What follows belongs to an exercise in optimizing a design on an open flow for small area, a short achievable clock period and few clock cycles per item; a production flow would make more cautious choices.
Where RTL was checked, it was by simulation tests only, not by an equivalence proof against the original.
No activity file was given, so power comes from the tool's default toggle rates.

// source_text_tokenizer
module source_text_tokenizer (
  input  logic                             clk_i,
  input  logic                             rst_ni,
  input  logic                             txt_valid_i,
  output logic                             txt_ready_o,
  input  logic [7:0]                       txt_char_i,
  input  logic                             txt_end_i,
  output logic                             tok_valid_o,
  input  logic                             tok_ready_i,
  output logic [stt_pkg::KindBits-1:0]     tok_kind_o,
  output logic [stt_pkg::LineBits-1:0]     tok_line_o,
  output logic [stt_pkg::ColBits-1:0]      tok_col_o,
  output logic [stt_pkg::OffsetBits-1:0]   tok_offset_o,
  output logic [stt_pkg::LengthBits-1:0]   tok_length_o,
  output logic                             tok_last_o
);
clock: 5.0 ns
lec_check: 0
cap_margin: 20
core_margin: 2
core_utilization: 40
cts_buf_list: sky130_fd_sc_hd__clkbuf_8
setup_slack_margin: 2.25
slew_margin: 20
standard.sh (not shown) runs the stock make flow with config.mk's settings and CLKGATE_MAP_FILE= SYNTH_SCRIPT=/design/flow/synth_recipe.tcl, a recipe that flattens the netlist after the stock synthesis.
==> flow/flow/run.sh <==
#!/bin/bash
# The standard layout (standard.sh, the standard flow's own ORFS run) with these ORFS
# settings changed; make's full output goes to make.log here, each ORFS step's
# log to orfs/logs.
set -euo pipefail
export BUFFER_PORTS_ARGS="-buffer_cell sky130_fd_sc_hd__buf_1"
export SKIP_GATE_CLONING=1
bash standard.sh > make.log 2>&1
Testbench counts at the start, summed over its fixed seeds: cycles 24,838, bytes 24,017.
Next try:
Settings changed: SETUP_SLACK_MARGIN 2.25 to 2.35.
The changed run went through all stages and came out clean.
Via count is lower by 1.2%.
Routed wire length increases by 0.57%.
Non-clock buffer count fell by 3.
Power shrinks by 0.38%.
Final cell count is about the same.
Design area climbs by about 0.9%.
Fmax grows by 3.9%.
Sequential share of layout area is lower by 0.40 points.

========
Another version of the RTL of source_text_tokenizer (not shown whole).
For scale: roughly 730 cells after synthesis, about 180 flip-flops, about 8000 sq um of cells after synthesis.
==> flow/config.mk <==
export PLATFORM = sky130hd
export DESIGN_NAME = source_text_tokenizer
export DESIGN_NICKNAME = source_text_tokenizer
export VERILOG_FILES = /design/flow/design.v
export SDC_FILE = /design/flow/constraint.sdc
export NUM_CORES = 4
export LEC_CHECK = 0
export CAP_MARGIN = 20
export CORE_MARGIN = 2
export CORE_UTILIZATION = 40
export CTS_BUF_LIST = sky130_fd_sc_hd__clkbuf_8
export SETUP_SLACK_MARGIN = 2.25
export SLEW_MARGIN = 20
==> flow/constraint.sdc <==
create_clock -name core_clock -period 5.0 [get_ports {clk_i}]
set_input_delay 1.0000 -clock core_clock [delete_from_list [all_inputs] [get_ports {clk_i}]]
set_output_delay 1.0000 -clock core_clock [all_outputs]
set_load 0.01 [all_outputs]
Scripts as last shown in full above: flow/flow/run.sh
The baseline passed the timing, design-rule and antenna checks.
Change:
Settings changed: SETUP_SLACK_MARGIN 2.25 to 2.4.
Critical path depth is unchanged.
Via count went up slightly.
Global-route usage went up by 0.40 points.
Non-clock buffer count went up by 15.
Combinational power went up by about a fifth.
Cell area went up by a few percent.
Total power went down slightly.
Wire length went up slightly.
Clock-buffer cell count went down by 1.
Clock skew stays flat.
Sequential share of layout area went down by 0.97 points.
No run of this note included a check of the RTL's function; only the layout flow was run.

========
run a:
Another version of the RTL of source_text_tokenizer (not shown whole).
For scale: ~790 cells after synthesis, roughly 170 flip-flops, about 100 I/O pins, roughly 8400 µm² of cells after synthesis.
Settings: LEC_CHECK=0, CAP_MARGIN=20, CORE_MARGIN=2, CORE_UTILIZATION=40, CTS_BUF_LIST=sky130_fd_sc_hd__clkbuf_8, SETUP_SLACK_MARGIN=2.25, SLEW_MARGIN=20; clock period 5.0 ns.
Scripts as last shown in full above: flow/flow/run.sh
Relative to run a, the following input files were edited for run b:
Settings: SETUP_SLACK_MARGIN: 2.25 -> 2.5.
==> run notes <==
Run b vs run a: relative slew slack up
NOTE met1 wire length run a->run b increased by a few percent
The worst hold slack of run b was superior to that of run a.
Total routed wirelength in run b is 5.3% higher than in run a
Going from run a to run b, setup slack picked up an extra 16 ps; pin count of the biggest net entering global routing -26%; part of the total power dissipated in combinational logic picked up an extra 5.1 points; switching power of the nets increased about 9%.
Going from run a to run b, buffering stage count on the worst path with inverters included grows by 1.
Looking at worst-case reg-to-reg path depth, run b sits above run a.
When the final numbers for run b and run a were put side by side, the number of setup buffers added after CTS turned out to be smaller in run a.
No run of this note included a check of the RTL's function; only the layout flow was run.

========
Setup of JK:
source_text_tokenizer, a different RTL version from the one above (not shown whole).
Size in the first run: roughly 720 cells after synthesis, about 180 flip-flops, about 100 I/O pins, about 8100 sq um of cells after synthesis.
==> flow/design.v (excerpt) <==
module source_text_tokenizer (
  input  logic                             clk_i,
  input  logic                             rst_ni,
  input  logic                             txt_valid_i,
  output logic                             txt_ready_o,
  input  logic [7:0]                       txt_char_i,
  input  logic                             txt_end_i,
  output logic                             tok_valid_o,
  input  logic                             tok_ready_i,
  output logic [stt_pkg::KindBits-1:0]     tok_kind_o,
  output logic [stt_pkg::LineBits-1:0]     tok_line_o,
  output logic [stt_pkg::ColBits-1:0]      tok_col_o,
  output logic [stt_pkg::OffsetBits-1:0]   tok_offset_o,
  output logic [stt_pkg::LengthBits-1:0]   tok_length_o,
  output logic                             tok_last_o
);
export LEC_CHECK = 0
export CAP_MARGIN = 20
export CORE_MARGIN = 2
export CORE_UTILIZATION = 45
export CTS_BUF_LIST = sky130_fd_sc_hd__clkbuf_8
export SETUP_SLACK_MARGIN = 2.3
export SLEW_MARGIN = 20
create_clock -name core_clock -period 5.0 [get_ports {clk_i}]
Scripts as last shown in full above: flow/flow/run.sh
Testbench counts of JK, summed over its fixed seeds: cycles 24,838, bytes 24,017.
What MS does differently from JK at the input level:
Settings: a change of SETUP_SLACK_MARGIN from 2.3 to 2; a change of CORE_UTILIZATION from 45 to 40; a deleted CTS_BUF_LIST that had been sky130_fd_sc_hd__clkbuf_8.
==> flow/run.sh (new file) <==
#!/bin/bash
# synth_recipe.tcl (not shown) runs the flow's synth.tcl, then flattens the netlist and writes it again
# the make line also repeats each setting of config.mk as NAME=value (left out here)
make -C /OpenROAD-flow-scripts/flow DESIGN_CONFIG=/design/flow/config.mk WORK_HOME=/design/flow/orfs CLKGATE_MAP_FILE= SYNTH_SCRIPT=/design/flow/synth_recipe.tcl finish
removed: flow/flow/run.sh
removed: flow/standard.sh
Notes after the runs:
Relative to JK, sequential share of layout area decreased by 4.0 points in MS. Relative to JK, first-pass GRT wire length has increased by 3.9% in MS. Re share of the synthesized area in compound gates (AO/OA/AOI/OAI): no difference whatsoever between MS and JK. Looking at routed length on met2, MS sits 5.6% higher than JK does.

==> what the ideal ports hide <==
The flow's constraints put no driver on any port. The routed layouts listed below were extracted and timed again, unchanged, in two steps.
Step 1 assumes that a clkbuf_16 drives the clock port and a buf_2 every other input.
Step 2, shift: input delay + t, output delay - t, t = (earliest + latest rising clock arrival at the registers) / 2. This alone moves slack from input paths to output paths.
Three values: ideal ports, drivers, drivers and shift; two values: the first two.
run	t, ns	slack for setup (ns)	clock arrival spread, ns
the first run of note 1	0.480	2.277 / 2.258 / 1.797	0.019 / 0.019
the second run of note 1	0.474	2.380 / 2.344 / 1.938	0.013 / 0.013
the first run of note 2	0.490	2.306 / 2.321 / 1.831	0.012 / 0.012
the second run of note 2	0.484	2.369 / 2.384 / 1.900	0.011 / 0.011
run a	0.510	2.292 / 2.274 / 1.764	0.016 / 0.015
run b	0.499	2.308 / 2.282 / 1.783	0.017 / 0.017
JK	0.476	2.357 / 2.320 / 1.914	0.015 / 0.015
MS	0.464	2.125 / 2.109 / 1.685	0.008 / 0.008
After both steps setup and hold are still met in every run listed. For run a, which loses most, drivers alone change the setup slack by -0.018 ns; drivers and shift together by -0.528 ns.
